Source: an optimization exercise on an open RTL-to-GDS flow (aim: small area, a short achievable clock period and few clock cycles per item). Production flows keep margins and buffers that such runs may drop. The RTL was checked by simulation tests, not by an equivalence proof against the original design. Power figures rest on the tool's default switching activity, not on a simulated workload.

$ cat constraint.sdc
create_clock -name core_clock -period 11.0 [get_ports {clock}]
set_input_delay 2.2000 -clock core_clock [delete_from_list [all_inputs] [get_ports {clock}]]
set_output_delay 2.2000 -clock core_clock [all_outputs]
set_load 0.01 [all_outputs]
$ cat config.mk
export PLATFORM = sky130hd
export DESIGN_NAME = midpoint_ellipse_rasterizer_core
export DESIGN_NICKNAME = midpoint_ellipse_rasterizer_core
export VERILOG_FILES = /design/flow/design.v
export SDC_FILE = /design/flow/constraint.sdc
export NUM_CORES = 4
export LEC_CHECK = 0
export CAP_MARGIN = 20
export CORE_MARGIN = 2
export CORE_UTILIZATION = 40
export SLEW_MARGIN = 20
$ cat design.v
`timescale 1ns / 1ps
`default_nettype none
package mer_pkg;
   localparam int RADIUS_BITS_DEF = 10;
   localparam int COORD_W         = 12;
   localparam int RADIUS_W        = 10;
   localparam int PIX_W           = 13;
   localparam int CSR_IDX_W       = 2;
   localparam int CSR_DATA_W      = 12;
   localparam logic [CSR_IDX_W-1:0] CSR_CENTER_X = 2'd0;
   localparam logic [CSR_IDX_W-1:0] CSR_CENTER_Y = 2'd1;
   localparam logic [CSR_IDX_W-1:0] CSR_RADIUS_X = 2'd2;
   localparam logic [CSR_IDX_W-1:0] CSR_RADIUS_Y = 2'd3;
   localparam logic [1:0] QUAD_LAST = 2'd3;
   typedef enum logic [3:0] {
      OP_NOP,
      OP_RS_SQ,
      OP_RS_MUL,
      OP_RS_INIT,
      OP_STEP1,
      OP_STEP2,
      OP_R2_SQ,
      OP_R2_MUL,
      OP_R2_INIT,
      OP_FINISH
   } dp_op_type;
   typedef struct packed {
      dp_op_type  op;
      logic [1:0] quad;
      logic       done;
   } ctrl_cmd_type;
   typedef struct packed {
      logic complete;
      logic region_two;
      logic step_ok;
      logic y_zero;
   } dp_status_type;
endpackage
`default_nettype wire
`timescale 1ns / 1ps
`default_nettype none
module midpoint_ellipse_rasterizer_core
#(
   parameter int RADIUS_BITS = 10
)(
   input  wire logic                 clock,
   input  wire logic                 reset,
   input  wire logic                 req_valid,
   output logic                      req_stall,
   input  wire logic                 req_restart,
   output logic                      rsp_valid,
   input  wire logic                 rsp_stall,
   output logic signed [12:0]        rsp_pixel_x,
   output logic signed [12:0]        rsp_pixel_y,
   output logic                      rsp_last_of_step,
   output logic                      rsp_finished,
   input  wire logic                 csr_write_en,
   input  wire logic        [1:0]    csr_index,
   input  wire logic        [11:0]   csr_write_data
);
   localparam int W = 10;            
   localparam int RW = 4 * W;        
   localparam logic [3:0] PT_NOP  = 4'd0;
   localparam logic [3:0] PT_STEP = 4'd1;
   localparam logic [3:0] PT_TRA  = 4'd2;
   localparam logic [3:0] PT_TRB  = 4'd3;
   localparam logic [3:0] PT_TRC  = 4'd4;
   localparam logic [3:0] PT_SQ   = 4'd5;
   localparam logic [3:0] PT_LD   = 4'd6;
   localparam logic [3:0] PT_PR   = 4'd7;
   localparam logic [3:0] PT_F1   = 4'd8;
   localparam logic [3:0] PT_F2   = 4'd9;
   logic [11:0] cx_q, cy_q;
   logic [9:0]  rx_q, ry_q;
   always_ff @(posedge clock) begin
      if (reset) begin
         cx_q <= '0;
         cy_q <= '0;
         rx_q <= '0;
         ry_q <= '0;
      end else if (csr_write_en) begin
         case (csr_index)
            2'd0: cx_q <= csr_write_data;
            2'd1: cy_q <= csr_write_data;
            2'd2: rx_q <= csr_write_data[9:0];
            default: ry_q <= csr_write_data[9:0];
         endcase
      end
   end
   logic [1:0]    ph;               
   logic          rq_v, rq_rs;      
   logic          rsb;              
   logic          seq_v;            
   logic [4:0]    seq_k;            
   logic [3:0]    pt_q;             
   logic          bx_q, by_q, first_q;
   logic          r2, complete, cmp, sgn, zer, zacc;
   logic [9:0]    x, y;
   logic [RW-1:0] dr, pr, qr;       
   logic [2*W-1:0] xr, yr;          
   logic [1:0]    dcar, qcar, ccar;
   logic          pcar;
   logic          dtop, ptop, qtop;
   logic [2:0]    pc;               
   logic          kd;               
   logic          ov;
   logic [3:0] pt_d;
   logic       bx_d, by_d, first_d;
   logic       take, start_rs, start_tr, commit_step, commit_done;
   logic [4:0] kk;
   logic [3:0] jj;
   always_comb begin
      pt_d        = PT_NOP;
      take        = 1'b0;
      start_rs    = 1'b0;
      start_tr    = 1'b0;
      commit_step = 1'b0;
      commit_done = 1'b0;
      kk          = seq_v ? seq_k : 5'd0;
      if (seq_v) begin
         if (seq_k <= 5'd9)        pt_d = PT_SQ;
         else if (seq_k == 5'd10)  pt_d = PT_LD;
         else if (seq_k <= 5'd20)  pt_d = PT_PR;
         else if (seq_k == 5'd21)  pt_d = PT_F1;
         else if (seq_k == 5'd22)  pt_d = PT_F2;
         else if (seq_k == 5'd24)  pt_d = PT_TRB;
         else                      pt_d = PT_TRC;
      end else if (rq_v && pc == 3'd0) begin
         if (rq_rs) begin
            take     = 1'b1;
            start_rs = 1'b1;
            pt_d     = PT_SQ;
         end else if (complete) begin
            take        = 1'b1;
            commit_done = 1'b1;
         end else if (!r2 && cmp) begin
            start_tr = 1'b1;
            pt_d     = PT_TRA;
         end else if (r2 && y == 10'd0) begin
            take        = 1'b1;
            commit_done = 1'b1;
         end else begin
            take        = 1'b1;
            commit_step = 1'b1;
            pt_d        = PT_STEP;
         end
      end
      jj      = (kk <= 5'd9) ? 4'(5'd9 - kk) : 4'(5'd20 - kk);
      bx_d    = (jj <= 4'd9) ? rx_q[jj] : 1'b0;
      by_d    = (jj <= 4'd9) ? ry_q[jj] : 1'b0;
      first_d = (kk == 5'd0);
   end
   wire       ph0   = (ph == 2'd0);
   wire [3:0] pt    = ph0 ? pt_d : pt_q;
   wire       bx    = ph0 ? bx_d : bx_q;
   wire       by    = ph0 ? by_d : by_q;
   wire       first = ph0 ? first_d : first_q;
   wire mb1 = !sgn;            
   wire a2  = sgn || zer;      
   wire [W-1:0] dh = dr[W-1:0];
   wire [W-1:0] ph_ = pr[W-1:0];
   wire [W-1:0] qh = qr[W-1:0];
   wire [W-1:0] xh = xr[W-1:0], xo = xr[2*W-1:W];
   wire [W-1:0] yh = yr[W-1:0], yo = yr[2*W-1:W];
   wire lo_ok = (ph == 2'd0) || (ph == 2'd1);
   wire hi_ok = (ph == 2'd1) || (ph == 2'd2);
   wire [W-1:0] x0 = lo_ok ? xh : '0;
   wire [W-1:0] x2 = {lo_ok ? xh[W-3:0] : 8'd0, hi_ok ? xo[W-1:W-2] : 2'd0};
   wire [W-1:0] x3 = {lo_ok ? xh[W-4:0] : 7'd0, hi_ok ? xo[W-1:W-3] : 3'd0};
   wire [W-1:0] y0 = lo_ok ? yh : '0;
   wire [W-1:0] y2 = {lo_ok ? yh[W-3:0] : 8'd0, hi_ok ? yo[W-1:W-2] : 2'd0};
   wire [W-1:0] y3 = {lo_ok ? yh[W-4:0] : 7'd0, hi_ok ? yo[W-1:W-3] : 3'd0};
   wire [W-1:0] rxd = ph0 ? rx_q : '0;
   wire [W-1:0] ryd = ph0 ? ry_q : '0;
   wire [W-1:0] qsr = {(ph == 2'd3) ? qh[W-1] : qr[W], qh[W-1:1]};    
   wire [W-1:0] d2s = {dh[W-2:0], ph0 ? 1'b0 : dtop};
   wire [W-1:0] p2s = {ph_[W-2:0], ph0 ? 1'b0 : ptop};
   wire [W-1:0] q2s = {qh[W-2:0], ph0 ? 1'b0 : qtop};
   logic [W-1:0] d_src, d_a, d_b, p_src, p_a, q_src, q_a, q_b;
   logic [1:0]   d_ci, q_ci;
   logic         p_ci;
   logic         ld_xy;
   always_comb begin
      d_src = dh;  d_a = '0; d_b = '0; d_ci = 2'd0;
      p_src = ph_; p_a = '0; p_ci = 1'b0;
      q_src = qh;  q_a = '0; q_b = '0; q_ci = 2'd0;
      ld_xy = 1'b0;
      case (pt)
         PT_STEP: begin
            if (!r2) begin
               d_a = mb1 ? qh : '0;
               d_b = mb1 ? '0 : ph_;
               p_a = y3;
               q_a = y3;
               q_b = mb1 ? x3 : '0;
            end else begin
               d_a = qh;
               d_b = a2 ? '0 : ~ph_;
               d_ci = {1'b0, !a2};
               p_a = a2 ? y3 : '0;
               q_a = a2 ? y3 : '0;
               q_b = x3;
            end
         end
         PT_TRA: begin
            d_a = qsr;  d_b = ~ph_; d_ci = 2'd1;
            p_a = ~y2;  p_ci = 1'b1;
            q_a = ~y2;  q_b = x2;   q_ci = 2'd1;
         end
         PT_TRB: begin
            d_a = y2;   d_b = ~x0;  d_ci = 2'd1;
         end
         PT_TRC: begin
            d_b = ~y0;  d_ci = 2'd1;
         end
         PT_SQ: begin
            d_src = '0;
            p_src = first ? '0 : p2s;  p_a = bx ? rxd : '0;
            q_src = first ? '0 : q2s;  q_b = by ? ryd : '0;
         end
         PT_LD: begin
            ld_xy = 1'b1;
            d_src = '0; p_src = '0; q_src = '0;
         end
         PT_PR: begin
            d_src = d2s; d_b = by ? ~x2 : '0; d_ci = {1'b0, by};
            q_src = q2s; q_b = by ? ~x3 : '0; q_ci = {1'b0, by};
         end
         PT_F1: begin
            d_a = y2;  d_b = x0;
            p_a = y3;
            q_a = y3;  q_b = x3;
         end
         PT_F2: begin
            p_a = y2;
            q_a = y2;
         end
         default: begin
         end
      endcase
   end
   wire [1:0]   d_cin = ph0 ? d_ci : dcar;
   wire [1:0]   q_cin = ph0 ? q_ci : qcar;
   wire         p_cin = ph0 ? p_ci : pcar;
   wire [W+1:0] d_sum = {2'b0, d_src} + {2'b0, d_a} + {2'b0, d_b} + {{W{1'b0}}, d_cin};
   wire [W:0]   p_sum = {1'b0, p_src} + {1'b0, p_a} + {{W{1'b0}}, p_cin};
   wire [W+1:0] q_sum = {2'b0, q_src} + {2'b0, q_a} + {2'b0, q_b} + {{W{1'b0}}, q_cin};
   wire [W-1:0] c_b   = ~((pt == PT_STEP && mb1) ? '0 : x3);
   wire [1:0]   c_cin = ph0 ? 2'd1 : ccar;
   wire [W+1:0] c_sum = {2'b0, qh} + {2'b0, ~y2} + {2'b0, c_b} + {{W{1'b0}}, c_cin};
   wire [W-1:0] dn = d_sum[W-1:0];
   wire         dz = (dn == '0);
   always_ff @(posedge clock) begin
      dr   <= {dn, dr[RW-1:W]};
      pr   <= {p_sum[W-1:0], pr[RW-1:W]};
      qr   <= {q_sum[W-1:0], qr[RW-1:W]};
      xr   <= {(ld_xy && lo_ok) ? ph_ : xh, xo};
      yr   <= {(ld_xy && lo_ok) ? qh : yh, yo};
      dcar <= d_sum[W+1:W];
      pcar <= p_sum[W];
      qcar <= q_sum[W+1:W];
      ccar <= c_sum[W+1:W];
      dtop <= dh[W-1];
      ptop <= ph_[W-1];
      qtop <= qh[W-1];
      zacc <= ph0 ? dz : (zacc && dz);
      if (ph == 2'd3) begin
         sgn <= dn[W-1];
         zer <= zacc && dz;
         if (pt == PT_STEP && !r2) cmp <= !c_sum[W-1];
      end
      if (ph0) begin
         pt_q    <= pt_d;
         bx_q    <= bx_d;
         by_q    <= by_d;
         first_q <= first_d;
      end
      if (start_rs) cmp <= 1'b0;
   end
   logic [9:0] x_nx, y_nx;
   always_comb begin
      x_nx = x;
      y_nx = y;
      if (!r2) begin
         x_nx = x + 10'd1;
         if (mb1) y_nx = y - 10'd1;
      end else begin
         y_nx = y - 10'd1;
         if (a2) x_nx = x + 10'd1;
      end
   end
   wire free = !ov || !rsp_stall;
   wire do_step = ph0 && commit_step;
   wire do_done = ph0 && commit_done;
   always_ff @(posedge clock) begin
      if (reset) begin
         ph       <= 2'd0;
         rq_v     <= 1'b0;
         rq_rs    <= 1'b0;
         rsb      <= 1'b0;
         seq_v    <= 1'b0;
         seq_k    <= 5'd0;
         r2       <= 1'b0;
         complete <= 1'b1;
         pc       <= 3'd0;
         kd       <= 1'b0;
         ov       <= 1'b0;
      end else begin
         ph <= ph + 2'd1;
         if (req_valid && !req_stall) begin
            rq_v  <= 1'b1;
            rq_rs <= req_restart;
         end
         if (ph0) begin
            if (take) rq_v <= 1'b0;
            if (seq_v) begin
               if (seq_k == 5'd22 || seq_k == 5'd25) seq_v <= 1'b0;
               seq_k <= seq_k + 5'd1;
            end
            if (start_rs) begin
               seq_v    <= 1'b1;
               seq_k    <= 5'd1;
               rsb      <= 1'b1;
               r2       <= 1'b0;
               complete <= (ry_q == 10'd0);
            end
            if (start_tr) begin
               seq_v <= 1'b1;
               seq_k <= 5'd24;
               r2    <= 1'b1;
            end
            if (commit_done) complete <= 1'b1;
         end
         if (ph == 2'd3 && pt == PT_F2) rsb <= 1'b0;
         if (do_step) begin
            kd <= 1'b0;
            pc <= free ? 3'd3 : 3'd4;
         end else if (do_done) begin
            kd <= 1'b1;
            pc <= free ? 3'd0 : 3'd1;
         end else if (pc != 3'd0 && free) begin
            pc <= pc - 3'd1;
         end
         if (free) ov <= do_step || do_done || (pc != 3'd0);
      end
   end
   always_ff @(posedge clock) begin
      if (start_rs && ph0) begin
         x <= '0;
         y <= ry_q;
      end else if (do_step) begin
         x <= x_nx;
         y <= y_nx;
      end
   end
   wire [9:0]  xv  = do_step ? x_nx : x;
   wire [9:0]  yv  = do_step ? y_nx : y;
   wire [1:0]  qi  = do_step ? 2'd0 : 2'(3'd4 - pc);
   wire        isd = do_done || (!do_step && kd);
   wire [12:0] cxe = {cx_q[11], cx_q};
   wire [12:0] cye = {cy_q[11], cy_q};
   wire [12:0] pxv = qi[0] ? cxe - {3'b0, xv} : cxe + {3'b0, xv};
   wire [12:0] pyv = qi[1] ? cye - {3'b0, yv} : cye + {3'b0, yv};
   logic [12:0] ox, oy;
   logic        olast, ofin;
   always_ff @(posedge clock) begin
      if (free && (do_step || do_done || pc != 3'd0)) begin
         ox    <= isd ? 13'd0 : pxv;
         oy    <= isd ? 13'd0 : pyv;
         olast <= isd || (qi == 2'd3);
         ofin  <= isd;
      end
   end
   assign req_stall        = rq_v || rsb;
   assign rsp_valid        = ov;
   assign rsp_pixel_x      = ox;
   assign rsp_pixel_y      = oy;
   assign rsp_last_of_step = olast;
   assign rsp_finished     = ofin;
endmodule
`default_nettype wire
$ cat run.sh
#!/bin/bash
# synth_recipe.tcl (not shown) runs the flow's synth.tcl, then flattens the netlist and writes it again
# the make line also repeats each setting of config.mk as NAME=value (left out here)
make -C /OpenROAD-flow-scripts/flow DESIGN_CONFIG=/design/flow/config.mk WORK_HOME=/design/flow/orfs CLKGATE_MAP_FILE= SYNTH_SCRIPT=/design/flow/synth_recipe.tcl finish
==> results.toml <==
[critical_path]
worstSetupStartpoint = "ph[0]"
critPathKind = "reg2reg"
reg2reg_from = "ph[0]"
worstPathRequired_ps = 11390
crit_path_end_kind = "register"
crit_top_cell = "inv_1"
crit_buf_inv = 5
start_kind = "register"
path_cells = "inv_1 > ha_1 > inv_1 > nor2_1 > and3_4 > nor3_4 > inv_2 > and3_4 > nand2_1 > o21ai_2 > a2111oi_0 > fa_1 > inv_1 > fa_1 > ha_1 > inv_1 > fa_1 > nor2b_1 > o21ai_0 > a21boi_0 > nor2_1 > or4_1 > nor4_1 > and2_1"
cp_top_family = "adder cells"
path_max_fanout = 29
crit_path_top_delay_cell = "ha_1"
arrival_ps = 8210
cp_slowest_stage_delay_ps = 870

[floorplanning]
coreArea_mm2 = 0.0377
die_h_um = 199
core.rowCount = 71
die_w_um = 199
ioPinCount = 50
dieArea_mm2 = 0.0398
initial_core_util_pct = 40.6

[global_routing]
grt_pass1_wl_um = 64200
antenna_found_initial = 0
track_usage_pct = 20.7
grt_pass1_vias = 11654
grt_max_degree = 62
grt-ovfl-total = 0

[power]
ir_drop_mv = 0.187
p_total_w = 0.00455
p_leak_nw = 7.45
power_density_mw_per_mm2 = 263

[sta]
clock.fmax_mhz = 128
clock_skew_ps = 19.2
slew_headroom_pct = 27.7
finalCritPeriodShare_pct = 71.0
period_minus_slack_ps = 7810
drv_slew = 0
worst_pin_slew_ps = 1080
rsz0062_at_grt = "no"
setup_viol = 0
timing.setup.tns_ps = 0
hold_viol_final = 0

[route]
first_pass_iters = 7
drt-total-wl_um = 40200
drt_iter0_markers = 886
drtAntennaViolNets = 0
drc = 0
num_vias = 12025
wire_per_inst_um = 18.1
routed_via_density = 5.42

[min_path]
worstHoldStart = "qr[37]"
hold_path.class = "reg2reg"

[run_status]
outcome = "no timing/DRC/antenna violations"

[placement]
place_congestion = 0.911
place_area_mm2 = 0.0162
post-dp-hpwl_um = 30400
dp_cells = 2162
port_buffers = 49

[synth]
ys_seq_elements = 290
synth_common_cells = "260 x dfxtp_1, 176 x nor2_1, 140 x nand2_1, 129 x inv_1, 106 x ha_1"
synthArstFlopShare_pct = 0
synth_enable_flop_cells = 30
synth.lib_cells_used.distinct = 95
syn_area_per_cell_um2 = 9.22
synth_fp_nets = 1823
netlist_area_mm2 = 0.0153
synth.most_common_cell = "dfxtp_1"
synthCells = 1658
yosys.area.top_type = "dfxtp_1"
ys_seq_area_share_pct = 40.0
yosysTopAreaCellShare_pct = 34.1
ys_top_cells_by_area = "dfxtp_1 34%, ha_1 8.7%, edfxtp_1 5.9%"
synthFlopType = "dfxtp_1"
synth_warnings = 1

[final_layout]
fill_cells = 3749
finalNonFillerCells = 2220
seq_area_mm2 = 0.00611
multiInputGateArea_mm2 = 0.00842
antennaDiodeCount = 0
final_design_area_no_fill_mm2 = 0.0173
final_net_count = 1852
drive_gt1_share_pct = 6.38
area_growth_pct = 13.3

[clock_tree]
clockBufferDepth = 3
hold_buffers = 0
root_buffer = "clkbuf_16"
numCtsBuffers = 34
cts_tree = "yes"
post_cts_buffers = 0
clk_pin_slew_worst_paths_ps = 60
cts.sinks = 290
cts_resized = 0
clkLatencyLatePin_ps = 530
cts_max_level = 2

[job]
max_cap_violations = 0
sequential cells by signal, indices dropped and copies added (netlist names), 4 cells and up:
| register | cells |
|---|---|
| x | 10 |
| y | 10 |
| pr | 40 |
| pt_q | 4 |
| oy | 13 |
| cy_q | 12 |
| cx_q | 12 |
| dr | 40 |
| xr | 20 |
| seq_k | 5 |
| yr | 20 |
| ox | 13 |
| qr | 40 |
| ry_q | 10 |
| rx_q | 10 |
metrics by stage:
stage / hold slack (ps) / utilization [%] / setup slack (ps)
2_1_floorplan: 310 / - / 4990
3_3_place_gp: 310 / 43.0 / 3510
3_5_place_dp: 312 / 43.0 / 3350
4_1_cts: 320 / 46.0 / 3280
5_1_grt: 329 / 46.0 / 2630
6_report: 323 / 46.0 / 3190
layout by cell type, fill, tap and decap left out, types with 8 or more instances in the layout:
cell,instances
nand2_1,140
mux2_2,17
inv_1,129
clkdlybuf4s50_1,48
a22oi_1,19
nor2_1,175
a31oi_1,14
xor2_1,28
a21oi_1,102
dfxtp_1,260
and2_1,10
a22o_1,15
edfxtp_1,30
nor3_1,42
a221oi_1,11
mux2i_1,36
nor2b_1,24
o22ai_1,20
nand3_1,32
buf_4,9
a21o_1,17
nand4_1,11
o21bai_1,8
and3_1,13
a211oi_1,9
clkbuf_16,36
ha_1,106
clkbuf_1,9
o21ai_0,60
fa_1,39
xnor2_1,48
nand2b_1,16
or3_1,10
a221o_1,8
logic make-up after synthesis:
group                      count (synthesis)  synth area share [%]
and+or+nand+nor                          520                  16.1
AOI/OAI and AO/OA                        375                  16.7
DFF                                      290                  40.0
buffers and inverters                    195                  5.00
adders and majority gates                145                  13.8
xor gates and xnor gates                  77                  4.51
muxes                                     56                  3.98
power breakdown:
| group | switching, W | internal (W) |
|---|---|---|
| Combinational | 0.00102 | 0.000804 |
| Sequential | 0.000164 | 0.00144 |
| Clock | 0.000444 | 0.000675 |
layout make-up:
type                       instances  share of cell area, %
tap                              511                   3.69
inverter                         130                   2.82
timing repair buffer              58                   3.19
sequential                       290                   35.3
multi-input combinational       1173                   48.7
clock buffer                      49                   5.72
clock inverter                     9                  0.650
final timing paths:
kind / end / slack [ps] / cells past startpoint
setup / recovery: zer / 3190 / 24
setup reg to reg: zer / 3190 / 24
hold reg to reg: qr[27] / 320 / 0
hold / removal: qr[27] / 320 / 0
worst reg2reg max path: stages, from the launching register on:
cell	delay, ps
dfxtp_1	340
inv_1	60
ha_1	870
inv_1	600
nor2_1	320
and3_4	280
nor3_4	80
inv_2	150
and3_4	300
nand2_1	90
o21ai_2	830
a2111oi_0	390
fa_1	580
inv_1	60
fa_1	540
ha_1	170
inv_1	60
fa_1	400
nor2b_1	110
o21ai_0	100
a21boi_0	260
nor2_1	100
or4_1	530
nor4_1	290
and2_1	180
metal layers:
layer  wire [um]  vias to the layer above  track usage, %  part of all wire [%]
met1       17700                     5682            26.4                    44
met2       18900                      380            35.4                    47
met4        1420                        0            7.82                   3.5
met5           0                        -               0                     0
met3        2190                       90            3.19                   5.4
li1            -                     5873               -                     -
Testbench counts, summed over its fixed seeds: cycles 110,036, items 102,668.

-- what the ideal ports hide --
The flow's constraints put no driver on any port. The routed layout listed below was extracted and timed again, unchanged, in two steps. Step 1, drivers: a clkbuf_16 drives clock and a buf_2 each remaining input, both assumed. Step 2 also shifts input and output timing later by t, the mid clock arrival at the registers, as if the neighbouring blocks saw the same clock. Slacks: ideal / step 1 / step 2; pairs: ideal / step 1.
t (ns): 0.570
slack for setup (ns): 3.186 / 3.186 / 3.186
hold slack, ns: 0.323 / 0.323 / 0.323
latest minus earliest clock arrival (ns): 0.020 / 0.020
cell pins on the clock port's net: 1
After both steps this run still meets setup and hold. The setup slack of this run moves by 0.000 ns with the drivers and by 0.000 ns with both steps.
